What follows belongs to an exercise in optimizing a design on an open flow for small area, a short achievable clock period and few clock cycles; a production flow would make more cautious choices. Function was checked by simulation only, so behaviour that the tests miss may differ from the original. Power figures rest on the tool's default switching activity, not on a simulated workload.

## life_top
module life_top (
    input  logic                   clk,
    input  logic                   reset_n,
    input  logic                   preset_load,
    input  logic [2:0]             preset_sel,
    input  logic                   toggle,
    input  logic [6-1:0] cell_x,
    input  logic [5-1:0] cell_y,
    input  logic                   step,
    input  logic                   rd_en,
    input  logic [5-1:0] rd_row,
    output logic                   busy,
    output logic                   rd_valid,
    output logic [40-1:0]  rd_data
);
Size in the first run: roughly 7000 cells after synthesis, roughly 1400 flip-flops, ~68000 um^2 of cells after synthesis.
Settings: LEC_CHECK=0, CAP_MARGIN=20, CORE_MARGIN=2, CORE_UTILIZATION=50, CTS_CLUSTER_DIAMETER=100, CTS_CLUSTER_SIZE=20, SETUP_SLACK_MARGIN=4.1, SLEW_MARGIN=20; clock period 7.0 ns.
run.sh (not shown) runs the stock make flow with config.mk's settings and CLKGATE_MAP_FILE= SYNTH_SCRIPT=/design/flow/synth_recipe.tcl, a recipe that flattens the netlist after the stock synthesis.
The first run finished clean.
Testbench counts at the start, summed over its fixed seeds: cycles 4,317.
Then changed:
Settings changed: CORE_UTILIZATION 50 to 55, SETUP_SLACK_MARGIN 4.1 to 4.25.
What happened:
- clock-buffer cell count does not change
- synthesized cell count stays the same
- first-iteration DRC count climbs by 0.79%
- area after synthesis is unchanged
- die area drops by 9.0%
- routed wire length goes up by 0.89%
- worst setup slack improved by 0.14 ns
- design area rises by 2.1%
Then changed:
Settings changed: CORE_UTILIZATION 55 to 40, CTS_BUF_LIST set to sky130_fd_sc_hd__clkbuf_4 sky130_fd_sc_hd__clkbuf_8, CTS_CLUSTER_DIAMETER 100 to unset, CTS_CLUSTER_SIZE 20 to unset, SETUP_SLACK_MARGIN 4.25 to 4.1.
Utilization came out lower by 15 points. Synthesized area stays the same. Setup slack is worse by 0.17 ns. Clock skew is higher by 0.037 ns.
Then changed:
Settings changed: CORE_UTILIZATION 40 to 55, CTS_BUF_LIST sky130_fd_sc_hd__clkbuf_4 sky130_fd_sc_hd__clkbuf_8 to unset, CTS_CLUSTER_DIAMETER set to 100, CTS_CLUSTER_SIZE set to 20, SETUP_SLACK_MARGIN 4.1 to 4.35.
- design area hardly moves
- core utilization goes up by 17 points
- die area decreases by a quarter to a third

---

== lane 1 ==
The RTL this note starts from:
==> flow/design.v <==
`timescale 1ns/1ps
module preset_rom (
    input  logic [2:0]             preset,
    input  logic [5-1:0] row,
    output logic [40-1:0]  pattern
);
    always_comb begin
        pattern = '0;
        case (preset)
            3'd1: begin
                case (row)
                    5'd0:    pattern = (40'(7'b1) << (40 - (1) - (1)));
                    5'd1:    pattern = (40'(7'b11) << (40 - (2) - (2)));
                    5'd2:    pattern = (40'(7'b11) << (40 - (1) - (2)));
                    default: pattern = '0;
                endcase
            end
            3'd2: begin
                case (row)
                    5'd13, 5'd17:        pattern = (40'(7'b10101) << (40 - (17) - (5)));
                    5'd14, 5'd15, 5'd16: pattern = (40'(7'b10001) << (40 - (17) - (5)));
                    default:             pattern = '0;
                endcase
            end
            3'd3: begin
                case (row)
                    5'd13, 5'd14: pattern = (40'(7'b11011) << (40 - (17) - (5)));
                    5'd15:        pattern = (40'(7'b01010) << (40 - (17) - (5)));
                    5'd16, 5'd17: pattern = (40'(7'b1010101) << (40 - (16) - (7)));
                    5'd18:        pattern = (40'(7'b1100011) << (40 - (16) - (7)));
                    default:      pattern = '0;
                endcase
            end
            default: pattern = '0;    
        endcase
    end
endmodule
`timescale 1ns/1ps
module life_row_rule (
    input  logic [40-1:0] above,
    input  logic [40-1:0] middle,
    input  logic [40-1:0] below,
    output logic [40-1:0] next
);
    localparam int C = 40;
    logic [C+1:0] l, h;
    assign l[0] = 1'b0;
    assign h[0] = 1'b0;
    assign l[C+1] = 1'b0;
    assign h[C+1] = 1'b0;
    for (genvar i = 0; i < C; i++) begin : g_col
        assign {h[i+1], l[i+1]} = 2'(above[i]) + 2'(middle[i]) + 2'(below[i]);
    end
    for (genvar i = 0; i < C; i += 2) begin : g_pair
        logic [1:0] ph;
        logic       p0, k, z0, z1, z2;
        assign {k, p0} = 2'(l[i+1]) + 2'(l[i+2]);
        assign ph      = 2'(h[i+1]) + 2'(h[i+2]) + 2'(k);
        assign z0      = (ph == 2'd0);
        assign z1      = (ph == 2'd1);
        assign z2      = (ph == 2'd2);
        assign next[i]   = rule(z0, z1, z2, h[i],   l[i],   p0, middle[i]);
        assign next[i+1] = rule(z0, z1, z2, h[i+3], l[i+3], p0, middle[i+1]);
    end
    function automatic logic rule(input logic z0, input logic z1, input logic z2,
                                  input logic v1, input logic v0, input logic p0,
                                  input logic m);
        logic w1, w2;
        w1   = v1 ? z0 : z1;
        w2   = v1 ? z1 : z2;
        rule = (w1 && ((p0 ^ v0) || (m && p0 && v0))) || (w2 && m && !p0 && !v0);
    endfunction
endmodule
`timescale 1ns/1ps
module life_engine (
    input  logic                   clk,
    input  logic                   reset_n,
    input  logic                   preset_load,
    input  logic [2:0]             preset_sel,
    input  logic                   toggle,
    input  logic [6-1:0] cell_x,
    input  logic [5-1:0] cell_y,
    input  logic                   step,
    input  logic                   rd_en,
    input  logic [5-1:0] rd_row,
    output logic                   busy,
    output logic                   rd_valid,
    output logic [40-1:0]  rd_data
);
    localparam int C = 40;
    localparam int R = 30;
    localparam int K = 6;       
    localparam int G = R / K;                
    logic         busy_q;
    logic         op_pre, op_tgl, op_stp, op_rd;    
    logic         run_pre, run_stp;   
    logic [G-1:0] ptr;                
    logic [2:0]   sel_q;
    logic [4:0]   xh_q;               
    logic [7:0]   xl_q;               
    logic [G-1:0] y_grp;              
    logic [K-1:0] y_off;              
    logic [K-1:0] row_hit;            
    logic         accept;
    assign accept = !busy_q && (preset_load || toggle || step || rd_en);
    assign busy   = busy_q;
    logic [G-1:0]           y_grp_d;
    logic [K-1:0]           y_off_d;
    logic [4:0]             xh_d;
    logic [7:0]             xl_d;
    always_comb begin
        y_grp_d = '0;
        y_off_d = '0;
        for (int g = 0; g < G; g++)
            for (int j = 0; j < K; j++)
                if (cell_y == 5'(g * K + j)) begin
                    y_grp_d[g] = 1'b1;
                    y_off_d[j] = 1'b1;
                end
        xh_d = '0;
        xl_d = '0;
        for (int h = 0; h < 5; h++)
            if (cell_x[5:3] == 3'(h)) xh_d[h] = 1'b1;
        for (int l = 0; l < 8; l++)
            if (cell_x[2:0] == 3'(l)) xl_d[l] = 1'b1;
    end
    always_ff @(posedge clk) begin
        if (!busy_q) begin
            sel_q <= preset_sel;
            xh_q  <= xh_d;
            xl_q  <= xl_d;
            y_grp <= y_grp_d;
            y_off <= y_off_d;
        end
    end
    logic [G-1:0] ptr_nx;
    assign ptr_nx = {ptr[G-2:0], ptr[G-1]};
    logic tgl_here;       
    logic tgl_next;       
    logic turn_end;       
    assign tgl_here = |(ptr & y_grp);
    assign tgl_next = |(ptr_nx & y_grp);
    assign turn_end = (run_pre || run_stp) && ptr[G-1];
    logic pre_nx, stp_nx, tgl_nx, run_pre_nx, run_stp_nx;
    assign pre_nx     = op_pre && !turn_end;
    assign stp_nx     = op_stp && !turn_end;
    assign tgl_nx     = op_tgl && !tgl_here;
    assign run_pre_nx = pre_nx && (run_pre || ptr_nx[0]);
    assign run_stp_nx = stp_nx && (run_stp || ptr_nx[0]);
    always_ff @(posedge clk or negedge reset_n) begin
        if (!reset_n) begin
            busy_q   <= 1'b0;
            op_pre   <= 1'b0;
            op_tgl   <= 1'b0;
            op_stp   <= 1'b0;
            op_rd    <= 1'b0;
            ptr      <= G'(1);
            rd_valid <= 1'b0;
        end else begin
            ptr      <= ptr_nx;
            rd_valid <= op_rd;
            if (accept) begin
                op_pre <= preset_load;
                op_tgl <= !preset_load && toggle;
                op_stp <= !preset_load && !toggle && step;
                op_rd  <= !preset_load && !toggle && !step && rd_en;
                busy_q <= 1'b1;
            end else begin
                op_pre <= pre_nx;
                op_tgl <= tgl_nx;
                op_stp <= stp_nx;
                op_rd  <= 1'b0;
                busy_q <= ((pre_nx || stp_nx) && !((run_pre_nx || run_stp_nx) && ptr_nx[G-1])) ||
                          (tgl_nx && !tgl_next);
            end
        end
    end
    always_ff @(posedge clk) begin
        if (accept) begin
            run_pre <= preset_load && ptr_nx[0];
            run_stp <= !preset_load && !toggle && step && ptr_nx[0];
            row_hit <= (!preset_load && toggle && |(ptr_nx & y_grp_d)) ? y_off_d : '0;
        end else begin
            run_pre <= run_pre_nx;
            run_stp <= run_stp_nx;
            row_hit <= (tgl_nx && tgl_next) ? y_off : '0;
        end
    end
    logic [R*C-1:0] grid;
    logic [C-1:0]   prev;      
    logic [C-1:0] head [0:K-1];
    for (genvar j = 0; j < K; j++) begin : g_head
        assign head[j] = grid[j*C +: C];
    end
    logic [C-1:0] above, below;
    assign above = prev;
    if (G > 2) begin : g_below
        logic [C-1:0] below_q;
        always_ff @(posedge clk) begin
            below_q <= ptr[G-2] ? '0 : grid[2*K*C +: C];
        end
        assign below = below_q;
    end else begin : g_below
        assign below = ptr[G-1] ? '0 : grid[K*C +: C];
    end
    logic [C-1:0] col_hit;
    for (genvar b = 0; b < C; b++) begin : g_colhit
        assign col_hit[b] = xh_q[(C - 1 - b) / 8] && xl_q[(C - 1 - b) % 8];
    end
    logic [K*C-1:0] eng_out;
    for (genvar j = 0; j < K; j++) begin : g_row
        logic [C-1:0] up, dn, nxt, pat, pass, keep;
        assign up = (j == 0)     ? above : head[(j == 0) ? 0 : j - 1];
        assign dn = (j == K - 1) ? below : head[(j == K - 1) ? 0 : j + 1];
        life_row_rule u_rule (
            .above  (up),
            .middle (head[j]),
            .below  (dn),
            .next   (nxt)
        );
        logic [C-1:0] pat_g [0:G-1];
        for (genvar g = 0; g < G; g++) begin : g_rom
            preset_rom u_rom (
                .preset  (sel_q),
                .row     (5'(g * K + j)),
                .pattern (pat_g[g])
            );
        end
        always_comb begin
            pat = '0;
            for (int g = 0; g < G; g++)
                pat = pat | (pat_g[g] & {C{ptr[g]}});
        end
        assign pass = head[j] ^ (row_hit[j] ? col_hit : '0);
        assign keep = run_pre ? pat : pass;
        assign eng_out[j*C +: C] = run_stp ? nxt : keep;
    end
    always_ff @(posedge clk) begin
        grid[(G-1)*K*C +: K*C] <= eng_out;
        for (int p = 0; p < G - 1; p++)
            grid[p*K*C +: K*C] <= grid[(p+1)*K*C +: K*C];
        prev <= ptr[G-1] ? '0 : head[K-1];
    end
    logic [R-1:0] rd_sel, rd_sel_d;
    logic [C-1:0] rd_word;
    always_comb begin
        rd_sel_d = '0;
        for (int p = 0; p < G; p++)
            for (int j = 0; j < K; j++)
                for (int v = 0; v < G; v++)
                    if (ptr_nx[v] && rd_row == 5'(((v + p) % G) * K + j))
                        rd_sel_d[p*K + j] = 1'b1;
    end
    always_ff @(posedge clk) begin
        rd_sel <= rd_sel_d;
    end
    always_comb begin
        rd_word = '0;
        for (int q = 0; q < R; q++)
            rd_word = rd_word | (grid[q*C +: C] & {C{rd_sel[q]}});
    end
    always_ff @(posedge clk) begin
        rd_data <= rd_word;
    end
endmodule
`timescale 1ns/1ps
module life_top (
    input  logic                   clk,
    input  logic                   reset_n,
    input  logic                   preset_load,
    input  logic [2:0]             preset_sel,
    input  logic                   toggle,
    input  logic [6-1:0] cell_x,
    input  logic [5-1:0] cell_y,
    input  logic                   step,
    input  logic                   rd_en,
    input  logic [5-1:0] rd_row,
    output logic                   busy,
    output logic                   rd_valid,
    output logic [40-1:0]  rd_data
);
    life_engine u_life_engine (
        .clk         (clk),
        .reset_n     (reset_n),
        .preset_load (preset_load),
        .preset_sel  (preset_sel),
        .toggle      (toggle),
        .cell_x      (cell_x),
        .cell_y      (cell_y),
        .step        (step),
        .rd_en       (rd_en),
        .rd_row      (rd_row),
        .busy        (busy),
        .rd_valid    (rd_valid),
        .rd_data     (rd_data)
    );
endmodule
make LEC_CHECK=0 CAP_MARGIN=20 CORE_MARGIN=2 CORE_UTILIZATION=40 SETUP_SLACK_MARGIN=4.1 SLEW_MARGIN=20 finish   # period 7.0 ns
Lane 1 reached the final stage; the timing, design-rule and antenna checks on its layout passed.
Testbench counts of lane 1, summed over its fixed seeds: cycles 4,592.
### lane 1 -> lane 2
Settings: changing SETUP_SLACK_MARGIN from 4.1 to 4.25; changing CORE_UTILIZATION from 40 to 55; setting CTS_CLUSTER_DIAMETER to 100 for the first time; setting CTS_CLUSTER_SIZE to 20 for the first time.
[summary]
- From lane 1 to lane 2 the numbers moved as follows: final cell count without fillers decreased by 692 relative to the old numbers, area added between synthesis and finish has decreased, post-CTS repair timing setup buffer count now larger, depth of the CTS H-tree saw a decrease.
- Lane 1 has a higher cell internal power dissipation than lane 2.
- Setup slack: lane 2 more than lane 1
- The total instance count after detailed placement of lane 2 falls short of that of lane 1 by about 7.5%.
- In lane 2 relative to lane 1, detailed placer's ending HPWL had gone down by a few percent.
- NOTE wire length of the first global-routing pass lane 1->lane 2 decreased by a few percent
- Max-capacitance violation count came out exactly the same in lane 1 and lane 2.
- Lower non-clock buffer count goes to lane 1 over lane 2.
[inputs] lane 3 vs lane 2
Settings: CTS_CLUSTER_SIZE now 30, was 20; SETUP_SLACK_MARGIN now 4.1, was 4.25; CORE_UTILIZATION now 40, was 55.
--- outcome ---
Across both runs, global-route wire length before repair was higher for lane 3 than for lane 2.
Going from lane 2 to lane 3, die span in x grew by more than 10%.
Lane 2 has a higher multi-input logic area than lane 3.
Summary: with lane 2 as the reference, half-perimeter wire length after detailed placement in lane 3 moved up by a few percent.
Lane 2 was larger in final cell area than lane 3.
Lane 3 does better than lane 2 on violation count after the first detailed-routing iteration.
Total power: lane 2 and lane 3 compared, lower one is lane 3
Between lane 2 and lane 3, the flow reports area enclosed by the die boundary increasing by more than a quarter.
Final setup slack of the worst path for lane 3 is lower than for lane 2.

==> re-timing with driven ports <==
No port has a modelled driver above. Below, the same layouts with a new extraction and two added sets of constraints.
Step 1: set_driving_cell puts a clkbuf_16 on clk and a buf_2 on each other input, an assumption about the parent block.
Step 2 moves the port delays by t, midway between the first and last clock arrival at a register: inputs arrive t later, outputs are due t later. That takes back most of the time a late clock gives input paths.
a / b / c = no drivers / after step 1 / after step 2; a / b = the first two.
| run | t (ns) | setup WS [ns] | worst hold slack (ns) | clock arrival spread, ns |
|---|---|---|---|---|
| the first run of note 1 | 0.797 | 4.095 / 4.074 / 3.560 | 0.322 / 0.322 / 0.322 | 0.042 / 0.041 |
| the second run of note 1 | 0.786 | 4.234 / 4.178 / 3.788 | 0.333 / 0.333 / 0.333 | 0.039 / 0.039 |
| the third run of note 1 | 1.077 | 4.065 / 3.977 / 3.432 | 0.292 / 0.292 / 0.292 | 0.075 / 0.074 |
| the fourth run of note 1 | 0.786 | 4.307 / 4.265 / 3.777 | 0.335 / 0.335 / 0.335 | 0.041 / 0.041 |
| lane 1 | 0.862 | 4.056 / 4.056 / 3.652 | 0.317 / 0.317 / 0.317 | 0.045 / 0.046 |
| lane 2 | 0.788 | 4.214 / 4.195 / 3.705 | 0.340 / 0.340 / 0.340 | 0.031 / 0.031 |
| lane 3 | 0.808 | 4.070 / 4.070 / 3.667 | 0.334 / 0.334 / 0.334 | 0.050 / 0.050 |
After both steps setup and hold are still met in every run listed. The setup slack of the third run of note 1, which loses most, moves by -0.088 ns with the drivers and by -0.633 ns with both steps.
